From an optimization exercise on the open Yosys and OpenROAD flow, aimed at small area, a short achievable clock period and few clock cycles per item; shortcuts taken in it are not production practice. The RTL was checked by simulation tests, not by an equivalence proof against the original design. Power is estimated from default activity; no workload was simulated.

==> design.v <==
`default_nettype none
package pal_pkg;
  localparam int PAL_CAPACITY = 128;
  localparam int CMD_W = 2;
  localparam int POS_W = 8;
  localparam int VAL_W = 32;
  localparam int STS_W = 2;
  localparam int IDX_W = 7;
  localparam int LEN_W = 8;
  typedef enum logic [CMD_W-1:0] {
    CMD_INSERT = 2'd0,
    CMD_DELETE = 2'd1,
    CMD_LOCATE = 2'd2
  } pal_cmd_t;
  typedef enum logic [STS_W-1:0] {
    ST_OK       = 2'd0,
    ST_BAD      = 2'd1,
    ST_NOTFOUND = 2'd2
  } pal_status_t;
  typedef enum logic [1:0] {
    S_IDLE,
    S_SCAN,
    S_FINISH
  } pal_state_t;
endpackage
`default_nettype wire
`default_nettype none
import pal_pkg::*;
module pal_store #(
  parameter int CAPACITY = pal_pkg::PAL_CAPACITY,
  localparam int ADDR_W  = $clog2(CAPACITY)
) (
  input  wire logic                      clk,
  input  wire logic                      wr_en,
  input  wire logic [ADDR_W-1:0]         wr_addr,
  input  wire logic [pal_pkg::VAL_W-1:0] wr_data,
  input  wire logic                      rd_en,
  input  wire logic [ADDR_W-1:0]         rd_addr,
  output      logic [pal_pkg::VAL_W-1:0] rd_data
);
  logic [VAL_W-1:0] mem [CAPACITY];
  always_ff @(posedge clk) begin
    if (wr_en) begin
      mem[wr_addr] <= wr_data;
    end
  end
  always_ff @(posedge clk) begin
    if (rd_en) begin
      rd_data <= mem[rd_addr];
    end
  end
endmodule
`default_nettype wire
`default_nettype none
import pal_pkg::*;
module pal_seq #(
  parameter int CAPACITY = pal_pkg::PAL_CAPACITY,
  localparam int ADDR_W  = $clog2(CAPACITY),
  localparam int CNT_W   = $clog2(CAPACITY + 1)
) (
  input  wire logic                      clk,
  input  wire logic                      rst,
  input  wire logic                      req_valid,
  output      logic                      req_ready,
  input  wire logic [pal_pkg::CMD_W-1:0] req_command,
  input  wire logic [pal_pkg::POS_W-1:0] req_position,
  input  wire logic [pal_pkg::VAL_W-1:0] req_item_value,
  output      logic                      rsp_valid,
  input  wire logic                      rsp_ready,
  output      logic [pal_pkg::STS_W-1:0] rsp_status,
  output      logic [pal_pkg::VAL_W-1:0] rsp_removed_value,
  output      logic [pal_pkg::IDX_W-1:0] rsp_found_index,
  output      logic [pal_pkg::LEN_W-1:0] rsp_list_length,
  output      logic                      wr_en,
  output      logic [ADDR_W-1:0]         wr_addr,
  output      logic [pal_pkg::VAL_W-1:0] wr_data,
  output      logic                      rd_en,
  output      logic [ADDR_W-1:0]         rd_addr,
  input  wire logic [pal_pkg::VAL_W-1:0] rd_data
);
  localparam int CMP_W = ((CNT_W > POS_W) ? CNT_W : POS_W) + 1;
  pal_pkg::pal_state_t state, state_next;
  logic [CMD_W-1:0]  cmd;
  logic              ok;
  logic [ADDR_W-1:0] pidx;
  logic [VAL_W-1:0]  val;
  logic [CNT_W-1:0]  count;
  logic [ADDR_W-1:0] rd_ptr;
  logic [CNT_W-1:0]  rd_cnt;
  logic              dv;
  logic [ADDR_W-1:0] da;
  logic              found;
  logic [ADDR_W-1:0] fidx;
  logic [VAL_W-1:0]  removed;
  logic              out_valid;
  logic [STS_W-1:0]  out_status;
  logic [VAL_W-1:0]  out_removed;
  logic [IDX_W-1:0]  out_index;
  logic [LEN_W-1:0]  out_length;
  logic              accept;
  logic              out_free;
  logic              scan_done;
  logic [CMP_W-1:0]  posx;
  logic [CMP_W-1:0]  cntx;
  logic              ok_ins;
  logic              ok_del;
  logic [CNT_W-1:0]  count_next;
  logic [STS_W-1:0]  status_next;
  logic [VAL_W-1:0]  removed_next;
  logic [IDX_W-1:0]  index_next;
  assign accept   = req_valid && req_ready;
  assign out_free = !out_valid || rsp_ready;
  assign posx     = CMP_W'(req_position);
  assign cntx     = CMP_W'(count);
  assign ok_ins   = (req_position != '0) && (posx <= cntx + CMP_W'(1)) &&
                    (cntx < CMP_W'(CAPACITY));
  assign ok_del   = (req_position != '0) && (posx <= cntx);
  assign scan_done = (rd_cnt == '0 || found) && !dv;
  always_comb begin
    state_next = state;
    case (state)
      S_IDLE:   if (accept) state_next = S_SCAN;
      S_SCAN:   if (scan_done) state_next = S_FINISH;
      S_FINISH: if (out_free) state_next = S_IDLE;
      default:  state_next = S_IDLE;
    endcase
  end
  always_comb begin
    req_ready = (state == S_IDLE);
    rd_en     = (state == S_SCAN) && (rd_cnt != '0) && !found;
    rd_addr   = rd_ptr;
    wr_en     = 1'b0;
    wr_addr   = pidx;
    wr_data   = val;
    case (state)
      S_SCAN: begin
        if (dv) begin
          case (cmd)
            CMD_INSERT: begin
              wr_en   = 1'b1;
              wr_addr = da + ADDR_W'(1);
              wr_data = rd_data;
            end
            CMD_DELETE: begin
              wr_en   = (da != pidx);
              wr_addr = da - ADDR_W'(1);
              wr_data = rd_data;
            end
            default: wr_en = 1'b0;
          endcase
        end
      end
      S_FINISH: wr_en = (cmd == CMD_INSERT) && ok;
      default:  wr_en = 1'b0;
    endcase
  end
  always_comb begin
    count_next   = count;
    status_next  = ST_BAD;
    removed_next = '0;
    index_next   = '0;
    case (cmd)
      CMD_INSERT: begin
        if (ok) begin
          count_next  = count + CNT_W'(1);
          status_next = ST_OK;
        end
      end
      CMD_DELETE: begin
        if (ok) begin
          count_next   = count - CNT_W'(1);
          status_next  = ST_OK;
          removed_next = removed;
        end
      end
      CMD_LOCATE: begin
        if (found) begin
          status_next = ST_OK;
          index_next  = IDX_W'(fidx);
        end else begin
          status_next = ST_NOTFOUND;
        end
      end
      default: status_next = ST_BAD;
    endcase
  end
  always_ff @(posedge clk) begin
    if (rst) begin
      state     <= S_IDLE;
      count     <= '0;
      dv        <= 1'b0;
      found     <= 1'b0;
      out_valid <= 1'b0;
    end else begin
      state <= state_next;
      dv    <= rd_en;
      if (accept) begin
        found <= 1'b0;
      end else if (state == S_SCAN && dv && cmd == CMD_LOCATE && !found &&
                   rd_data == val) begin
        found <= 1'b1;
      end
      if (state == S_FINISH && out_free) begin
        count     <= count_next;
        out_valid <= 1'b1;
      end else if (rsp_ready) begin
        out_valid <= 1'b0;
      end
    end
  end
  always_ff @(posedge clk) begin
    da <= rd_ptr;
    if (accept) begin
      cmd  <= req_command;
      val  <= req_item_value;
      pidx <= ADDR_W'(posx - CMP_W'(1));
      case (req_command)
        CMD_INSERT: begin
          ok     <= ok_ins;
          rd_ptr <= ADDR_W'(cntx - CMP_W'(1));
          rd_cnt <= ok_ins ? CNT_W'(cntx - posx + CMP_W'(1)) : '0;
        end
        CMD_DELETE: begin
          ok     <= ok_del;
          rd_ptr <= ADDR_W'(posx - CMP_W'(1));
          rd_cnt <= ok_del ? CNT_W'(cntx - posx + CMP_W'(1)) : '0;
        end
        CMD_LOCATE: begin
          ok     <= 1'b1;
          rd_ptr <= '0;
          rd_cnt <= count;
        end
        default: begin
          ok     <= 1'b0;
          rd_ptr <= '0;
          rd_cnt <= '0;
        end
      endcase
    end else if (rd_en) begin
      rd_ptr <= (cmd == CMD_INSERT) ? rd_ptr - ADDR_W'(1) : rd_ptr + ADDR_W'(1);
      rd_cnt <= rd_cnt - CNT_W'(1);
    end
    if (state == S_SCAN && dv && cmd == CMD_DELETE && da == pidx) begin
      removed <= rd_data;
    end
    if (state == S_SCAN && dv && cmd == CMD_LOCATE && !found && rd_data == val) begin
      fidx <= da;
    end
    if (state == S_FINISH && out_free) begin
      out_status  <= status_next;
      out_removed <= removed_next;
      out_index   <= index_next;
      out_length  <= LEN_W'(count_next);
    end
  end
  assign rsp_valid         = out_valid;
  assign rsp_status        = out_status;
  assign rsp_removed_value = out_removed;
  assign rsp_found_index   = out_index;
  assign rsp_list_length   = out_length;
endmodule
`default_nettype wire
`default_nettype none
import pal_pkg::*;
module positional_array_list_unit #(
  parameter int CAPACITY = pal_pkg::PAL_CAPACITY
) (
  input  wire logic                      clk,
  input  wire logic                      rst,
  input  wire logic                      req_valid,
  output      logic                      req_ready,
  input  wire logic [pal_pkg::CMD_W-1:0] req_command,
  input  wire logic [pal_pkg::POS_W-1:0] req_position,
  input  wire logic [pal_pkg::VAL_W-1:0] req_item_value,
  output      logic                      rsp_valid,
  input  wire logic                      rsp_ready,
  output      logic [pal_pkg::STS_W-1:0] rsp_status,
  output      logic [pal_pkg::VAL_W-1:0] rsp_removed_value,
  output      logic [pal_pkg::IDX_W-1:0] rsp_found_index,
  output      logic [pal_pkg::LEN_W-1:0] rsp_list_length
);
  localparam int ADDR_W = $clog2(CAPACITY);
  logic              wr_en;
  logic [ADDR_W-1:0] wr_addr;
  logic [VAL_W-1:0]  wr_data;
  logic              rd_en;
  logic [ADDR_W-1:0] rd_addr;
  logic [VAL_W-1:0]  rd_data;
  pal_store #(.CAPACITY(CAPACITY)) u_store (
    .clk     (clk),
    .wr_en   (wr_en),
    .wr_addr (wr_addr),
    .wr_data (wr_data),
    .rd_en   (rd_en),
    .rd_addr (rd_addr),
    .rd_data (rd_data)
  );
  pal_seq #(.CAPACITY(CAPACITY)) u_seq (
    .clk               (clk),
    .rst               (rst),
    .req_valid         (req_valid),
    .req_ready         (req_ready),
    .req_command       (req_command),
    .req_position      (req_position),
    .req_item_value    (req_item_value),
    .rsp_valid         (rsp_valid),
    .rsp_ready         (rsp_ready),
    .rsp_status        (rsp_status),
    .rsp_removed_value (rsp_removed_value),
    .rsp_found_index   (rsp_found_index),
    .rsp_list_length   (rsp_list_length),
    .wr_en             (wr_en),
    .wr_addr           (wr_addr),
    .wr_data           (wr_data),
    .rd_en             (rd_en),
    .rd_addr           (rd_addr),
    .rd_data           (rd_data)
  );
endmodule
`default_nettype wire
==> run.sh <==
#!/bin/bash
# synth_recipe.tcl (not shown) runs the flow's synth.tcl, then flattens the netlist and writes it again
# the make line also repeats each setting of config.mk as NAME=value (left out here)
make -C /OpenROAD-flow-scripts/flow DESIGN_CONFIG=/design/flow/config.mk WORK_HOME=/design/flow/orfs CLKGATE_MAP_FILE= SYNTH_SCRIPT=/design/flow/synth_recipe.tcl finish
==> config.mk <==
export PLATFORM = sky130hd
export DESIGN_NAME = positional_array_list_unit
export DESIGN_NICKNAME = positional_array_list_unit
export VERILOG_FILES = /design/flow/design.v
export SDC_FILE = /design/flow/constraint.sdc
export NUM_CORES = 4
export LEC_CHECK = 0
export CAP_MARGIN = 20
export CORE_MARGIN = 2
export CORE_UTILIZATION = 30
export PLACE_DENSITY = 0.5
export SLEW_MARGIN = 20
==> constraint.sdc <==
create_clock -name core_clock -period 5.5 [get_ports {clk}]
set_input_delay 1.1000 -clock core_clock [delete_from_list [all_inputs] [get_ports {clk}]]
set_output_delay 1.1000 -clock core_clock [all_outputs]
set_load 0.01 [all_outputs]
==> impl_metrics.py, run 1 <==
metrics = {
    "status": {
        "status": "finished clean",
    },
    "clock_network": {
        "numCtsBuffers": 436,
        "cts.reportedPaths.clkPinSlew_ns": 0.06,
        "cts_tree": "built",
        "cts_buffer_depth": 4,
        "cts_setup_buffers": 0,
        "cts_sinks": 4293,
        "holdBufCountCts": 0,
        "cts.root.buffer_cell": "clkbuf_16",
        "htree_levels": 5,
        "cts-resized-gates": 0,
        "clock_latency_ns": 1.07,
    },
    "grt": {
        "grt_pass1_vias": 82000,
        "grt_pass1_wl_mm": 659,
        "grt_remaining_overflow": 0,
        "grt_usage_pct": 16.7,
        "grt_max_degree": 129,
        "antenna_found_initial": 36,
    },
    "synth": {
        "yosys.area_share.simple_pct": 2.41,
        "synth_top_area_share_pct": 77.9,
        "synth-compound-area-share_pct": 3.60,
        "syn_inst": 7948,
        "ys_types": 63,
        "synth_fa_ha_area_share_pct": 0.406,
        "syn_area_sq_um": 165000,
        "synth_xor_area_share_pct": 0.484,
        "yosys.area.top_type": "edfxtp_1",
        "syn_nets": 8045,
        "ys_ff_latch": 4293,
        "ys_async_sr_fraction_pct": 0,
        "ys_seq_area_share_pct": 78.2,
        "synth_top_family_by_area": "multiplexers",
        "muxShareOfSynthArea_pct": 13.6,
        "synth_edf_count": 4273,
        "syn_area_per_cell_sq_um": 20.7,
        "synthFlopType": "edfxtp_1",
        "yosysWarnings": 2,
        "synthTopCellsByArea": "edfxtp_1 78%, mux4_2 11%, mux2i_1 3.1%, a22oi_1 1.2%, nand2_1 1.1%",
    },
    "finish": {
        "final_cells": 16000,
        "final_layout_size_suffix_gt1_share_pct": 21.9,
        "area_growth_pct": 16.3,
        "nets": 8481,
        "mostFrequentLayoutCell": "edfxtp_1",
        "most-common-layout-cells": "4273 x edfxtp_1, 768 x mux4_2, 516 x mux2i_1",
        "stdcell_area_sq_um": 191000,
    },
    "critical_path": {
        "critPathLaunchType": "flip-flop",
        "crit_type": "reg2reg",
        "cp_max_fo": 32,
        "arrival_ns": 4.98,
        "worstSetupEndpointType": "flip-flop",
        "reg2reg_setup_slack_ns": 1.13,
        "required_ns": 6.11,
    },
    "place": {
        "gp_congestion": 0.857,
        "numPlacedInstances": 15200,
        "dp_hpwl_mm": 287,
        "place_area_sq_um": 178000,
        "io_buffers": 96,
    },
    "routing": {
        "wl_per_cell_microns": 29.7,
        "drtIter0Drc": 9407,
        "viasPerCell": 5.10,
        "drc": 0,
        "dr_total_vias": 81700,
        "wl_mm": 476,
        "antenna_left": 0,
        "firstDrtPassIters": 7,
    },
    "timing": {
        "finalSetupTns_ns": 0,
        "worst_slew_pin_slew_ns": 1.18,
        "rsz0062_at_grt": "no",
        "fmax_mhz": 229,
        "setup_violations": 0,
        "finalHoldViolCount": 0,
        "period_share_pct": 79.4,
        "layout_min_cycle_time_ns": 4.37,
        "maxSlewHeadroom_pct": 21.5,
        "fin_skew_ns": 0.100,
        "maxSlewViolCount": 0,
    },
    "floorplan": {
        "row_count": 272,
        "initial_core_util_pct": 30.1,
        "core_sq_um": 548000,
        "die_h_microns": 745,
        "dieArea_sq_um": 555000,
        "die_width_microns": 745,
        "io_pins": 97,
    },
    "pwr": {
        "leakage_nw": 59.8,
        "power.density_nw_per_um2": 501,
        "ir_drop_uv": 378,
        "power_mw": 95.9,
    },
    "job": {
        "cap_violations": 0,
    },
    "min_path": {
        "hp-class": "reg2reg",
    },
}
[layer usage]
| layer | track usage, % | share of wire, % |
|---|---|---|
| met1 | 23.3 | 43 |
| met5 | 0 | 0.0057 |
| met3 | 2.11 | 6.3 |
| met4 | 5.41 | 3.5 |
| met2 | 27.3 | 48 |
[path summary, 6_finish.rpt]
kind / endpoint / cells past startpoint / start
worst min register to register: u_seq.fidx[2] / 0 / u_seq.da[2]
worst min-delay path: u_seq.fidx[2] / 0 / u_seq.da[2]
worst max-delay path: u_store.mem[111][18] / 11 / u_seq.cmd[1]
worst max register to register: u_store.mem[111][18] / 11 / u_seq.cmd[1]
[stage by stage]
stage | util, % | hold slack [ns] | setup slack [ns]
final | 35.0 | 0.517 | 1.13
after floorplan | - | 0.343 | 0.221
after global placement | 32.4 | 0.489 | 1.11
after CTS | 34.9 | 0.510 | 1.08
after detailed placement | 32.4 | 0.493 | 1.11
after global routing | 35.0 | 0.530 | 1.03
[cells by family (layout without fill, tap and decap cells)]
kind of cell,count (synthesis),after routing
xor+xnor,91,91
mux,1284,1284
buf+inv,494,1286
flops,4293,4293
other cells,0,13
compound gates,848,848
fa+ha+maj,51,51
simple gates,887,887
[synth_stat cells, types with 2 or more instances]
library cell and n:
clkbuf_1 262, a211oi_1 228, xnor2_1 64, o22ai_1 263
o221ai_1 4, or4_1 2, and3_1 38, o31ai_1 2
nor4_1 41, nand4_1 8, o31a_1 5, clkinv_1 2
a22oi_1 263, dfxtp_1 20, a31oi_1 8, nor2b_1 7
buf_1 19, nand2b_1 5, nand3b_1 8, nor2_1 114
mux4_2 768, or2_2 3, inv_1 38, a21o_1 6
buf_4 13, xor2_1 27, or3b_2 2, ha_1 47
or3_1 16, o211ai_1 2, o32ai_1 2, mux2i_1 516
or2_1 2, a21oi_1 28, nand2_1 474, o21ai_0 22
nor3b_1 15, nor3_1 89, o21bai_1 4, and2_1 10
nand3_1 46, edfxtp_1 4273, buf_2 159, fa_1 4
[power breakdown]
part,internal (mW),switching [mW],total [mW],leakage (nW)
clock,16.3,12.7,28.9,6.74
combinational,9.40,17.9,27.3,14.4
sequential,38.8,0.855,39.7,38.6
total,64.5,31.4,95.9,59.8
[sequential cells by signal (all words and copies together) (netlist names), 2 cells and up]
register and cells:
u_seq.state 2, u_seq.removed 32, u_seq.out_index 7, u_store.mem 4096, u_seq.rd_cnt 8, u_seq.out_length 8
u_seq.pidx 7, u_seq.rd_ptr 7, u_seq.da 7, u_seq.out_status 2, u_seq.fidx 7, u_seq.out_removed 32
u_seq.val 32, u_seq.count 8, u_store.rd_data 32, u_seq.cmd 2
[worst max-delay path, cell delays in order, from the launching register on]
cell and delay [ns]:
edfxtp_1 0.58, nor2_1 0.08, buf_4 0.19, fa_1 0.44, a21o_1 0.20, a21oi_1 0.25
xor2_1 0.33, a31oi_4 0.20, buf_4 0.31, or3_1 0.63, nor2_4 0.24, buf_4 0.47
[area by class of cell]
| class | count | area (sq um) |
|---|---|---|
| fill | 50500 | 356000 |
| sequential | 4293 | 129000 |
| multi-input combinational | 3161 | 35000 |
| clock buffer | 527 | 11300 |
| tap | 7261 | 9080 |
| timing repair buffer | 451 | 4600 |
| clock inverter | 267 | 2510 |
| inverter | 41 | 154 |
| antenna | 13 | 32.5 |
Testbench counts, summed over its fixed seeds: cycles 208,249, items 5,600.
==> run 2: changes to the inputs <==
--- a/config.mk
+++ b/config.mk
@@ -9,4 +9,5 @@
 export CORE_MARGIN = 2
 export CORE_UTILIZATION = 30
 export PLACE_DENSITY = 0.5
+export SETUP_SLACK_MARGIN = 2.0
 export SLEW_MARGIN = 20
==> run 2 against run 1 <==
Compared with the run above: largest cell class unchanged; critical endpoint is now u_store.rd_data[27]; highest routed layer unchanged; combinational power rose by 3%; core utilization rose by 0.59 points; global-route usage rose by 0.15 points.
==> impl_metrics.py, run 2 <==
metrics = {
    "status": {
        "status": "finished clean",
    },
    "pwr": {
        "power_mw": 96.8,
        "ir_drop_uv": 453,
        "clkPwrFrac_pct": 30.0,
        "switchingPower_mw": 31.5,
        "p_sw_share_pct": 32.5,
        "power_frac_comb_pct": 29.1,
        "leakage_nw": 61.6,
        "seq_power_share_pct": 40.9,
        "power.density_nw_per_um2": 497,
        "p_int_mw": 65.3,
    },
    "routing": {
        "wl_mm": 481,
        "firstDrtPassIters": 5,
        "dr_total_vias": 82300,
        "wl_per_cell_microns": 29.8,
        "top_layer_used": "met5",
        "antenna_left": 0,
        "wl_met2_mm": 237,
        "met3_length_mm": 29.5,
        "met1_length_mm": 197,
        "drtIter0Drc": 9911,
        "drc": 0,
        "viasPerCell": 5.10,
    },
    "grt": {
        "grt_pass1_vias": 82800,
        "grt_remaining_overflow": 0,
        "grt_max_degree": 129,
        "antenna_found_initial": 34,
        "grt_usage_pct": 16.9,
        "grt_pass1_wl_mm": 664,
    },
    "finish": {
        "final_layout_size_suffix_gt1_share_pct": 23.5,
        "final_cells": 16100,
        "area_growth_pct": 18.3,
        "most-common-layout-cells": "4273 x edfxtp_1, 768 x mux4_2, 515 x mux2i_1",
        "fin_util_pct": 35.6,
        "largest_register_ffs": 4096,
        "regMostFlops": "u_store.mem",
        "nets": 8591,
        "mostFrequentLayoutCell": "edfxtp_1",
    },
    "clock_network": {
        "cts_buffer_depth": 4,
        "holdBufCountCts": 0,
        "cts.root.buffer_cell": "clkbuf_16",
        "cts_tree": "built",
        "htree_levels": 5,
        "cts.reportedPaths.clkPinSlew_ns": 0.06,
        "cts_sinks": 4293,
        "numCtsBuffers": 444,
        "clock_latency_ns": 1.04,
    },
    "place": {
        "numPlacedInstances": 15200,
        "io_buffers": 96,
        "gp_congestion": 0.847,
        "dp_hpwl_mm": 278,
    },
    "timing": {
        "fmax_mhz": 286,
        "finalHoldViolCount": 0,
        "maxSlewViolCount": 0,
        "worst_slew_pin_slew_ns": 1.20,
        "maxSlewHeadroom_pct": 19.8,
        "finalSetupTns_ns": 0,
        "fin_skew_ns": 0.0999,
        "setup_violations": 0,
        "layout_min_cycle_time_ns": 3.50,
        "rsz0062_at_grt": "yes",
        "period_share_pct": 63.6,
    },
    "critical_path": {
        "slowest_stage": "mux4_2",
        "cp_max_fo": 77,
        "reg2reg_setup_slack_ns": 2.00,
        "worstSetupEndpointType": "flip-flop",
        "cp_top_family": "simple AND/OR/NAND/NOR gates",
        "cp_common_cell": "nand2_1",
        "cp_cell_sequence": "buf_12 -> buf_16 -> mux4_2 -> a22oi_1 -> nand2_1 -> nand2_1 -> nor4_1",
        "crit_type": "reg2reg",
        "crit_buf_inv": 2,
        "slowest_delay_ns": 0.62,
        "arrival_ns": 4.25,
        "required_ns": 6.25,
        "critPathLaunchType": "flip-flop",
    },
    "min_path": {
        "hp-class": "reg2reg",
    },
    "floorplan": {
        "io_pins": 97,
        "die_h_microns": 745,
        "row_count": 272,
        "dieArea_sq_um": 555000,
        "initial_core_util_pct": 30.1,
        "core_sq_um": 548000,
        "die_width_microns": 745,
    },
    "synth": {
        "synth.most_common_cell": "edfxtp_1",
        "syn_area_sq_um": 165000,
        "ys_seq_area_share_pct": 78.2,
        "syn_area_per_cell_sq_um": 20.7,
        "ys_types": 63,
        "yosys.area.top_type": "edfxtp_1",
        "synthTopCellsByArea": "edfxtp_1 78%, mux4_2 11%, mux2i_1 3.1%, a22oi_1 1.2%, nand2_1 1.1%",
        "synth_common_cells": "4273 x edfxtp_1, 768 x mux4_2, 516 x mux2i_1",
        "ys_ff_latch": 4293,
        "syn_inst": 7948,
        "yosysWarnings": 2,
        "synthFlopType": "edfxtp_1",
        "syn_nets": 8045,
        "ys_async_sr_fraction_pct": 0,
        "synth_top_area_share_pct": 77.9,
        "synth_edf_count": 4273,
    },
    "job": {
        "cap_violations": 0,
    },
}
[run 2: cells by family (layout without fill, tap and decap cells)]
| kind of cell | count (synthesis) | after routing | share of synthesized area (%) |
|---|---|---|---|
| AO/OA/AOI/OAI | 848 | 848 | 3.60 |
| XOR/XNOR | 91 | 91 | 0.484 |
| adder cells (fa/ha/maj) | 51 | 51 | 0.406 |
| buffers and inverters | 494 | 1401 | 1.28 |
| flip-flops | 4293 | 4293 | 78.2 |
| multiplexers | 1284 | 1284 | 13.6 |
| other | 0 | 13 | 0 |
| AND/OR/NAND/NOR | 887 | 890 | 2.41 |
[run 2: metrics by stage]
stage,worst slack (ns),hold slack [ns],instance area [sq um]
global route,1.93,0.475,195000
detailed placement,1.06,0.493,178000
CTS,1.97,0.445,194000
global placement,1.10,0.483,178000
floorplan,1.33,0.343,166000
finish,2.00,0.455,195000
[run 2: layout make-up]
type                    instances  area, sq um
diodes                         13         32.5
clock buffers                 542        11600
clock inverters               268         2370
fillers                     50300       353000
inverters                      41          159
multi-input cells            3164        35900
flip-flops and latches       4293       129000
well taps                    7261         9080
repair buffers                550         6890
[run 2: power groups by stage]
stage / logic [mW] / registers [mW] / clock network (mW)
3_3_place_gp: 27.5 / 40.4 / 0
6_report: 28.2 / 39.6 / 29.0
2_1_floorplan: 16.1 / 39.9 / 0
4_1_cts: 28.4 / 39.7 / 29.6
5_1_grt: 29.7 / 39.6 / 30.9
3_5_place_dp: 27.8 / 40.4 / 0
[run 2: repair_timing]
item,4_1_cts,5_1_grt
resized for setup,216,104
pin swaps,31,10
endpoints found under the setup margin,4122,3055
cloned,10,3
setup buffers,71,19
[run 2: final timing paths]
path	endpoint	startpoint	depth (start not counted)
min	u_seq.da[5]	u_seq.rd_ptr[5]	0
max	u_store.rd_data[27]	u_seq.rd_ptr[0]	7
min reg2reg	u_seq.da[5]	u_seq.rd_ptr[5]	0
max reg2reg	u_store.rd_data[27]	u_seq.rd_ptr[0]	7
[run 2: routing by layer]
layer,GRT usage (%),up-vias
met2,28.5,2851
met4,5.49,2
li1,-,34300
met1,22.4,44500
met5,0,-
met3,2.41,638

## separate check: timing with driven ports
The flow's constraints put no driver on any port. The routed layouts listed below were extracted and timed again, unchanged, in two steps.
Step 1: set_driving_cell puts a clkbuf_16 on clk and a buf_2 on each other input, an assumption about the parent block.
Step 2 moves the port delays by t, midway between the first and last clock arrival at a register: inputs arrive t later, outputs are due t later. That takes back most of the time a late clock gives input paths.
Slacks: ideal / step 1 / step 2; pairs: ideal / step 1.
| run | t, ns | setup slack, ns | slew at the worst register clock pin (ns) |
|---|---|---|---|
| run 1 | 1.127 | 1.131 / 1.131 / 1.131 | 0.07 / 0.07 |
| run 2 | 1.105 | 2.002 / 2.002 / 1.469 | 0.07 / 0.07 |
After both steps setup and hold are still met in every run listed. The setup slack of run 2, which loses most, moves by 0.000 ns with the drivers and by -0.533 ns with both steps.
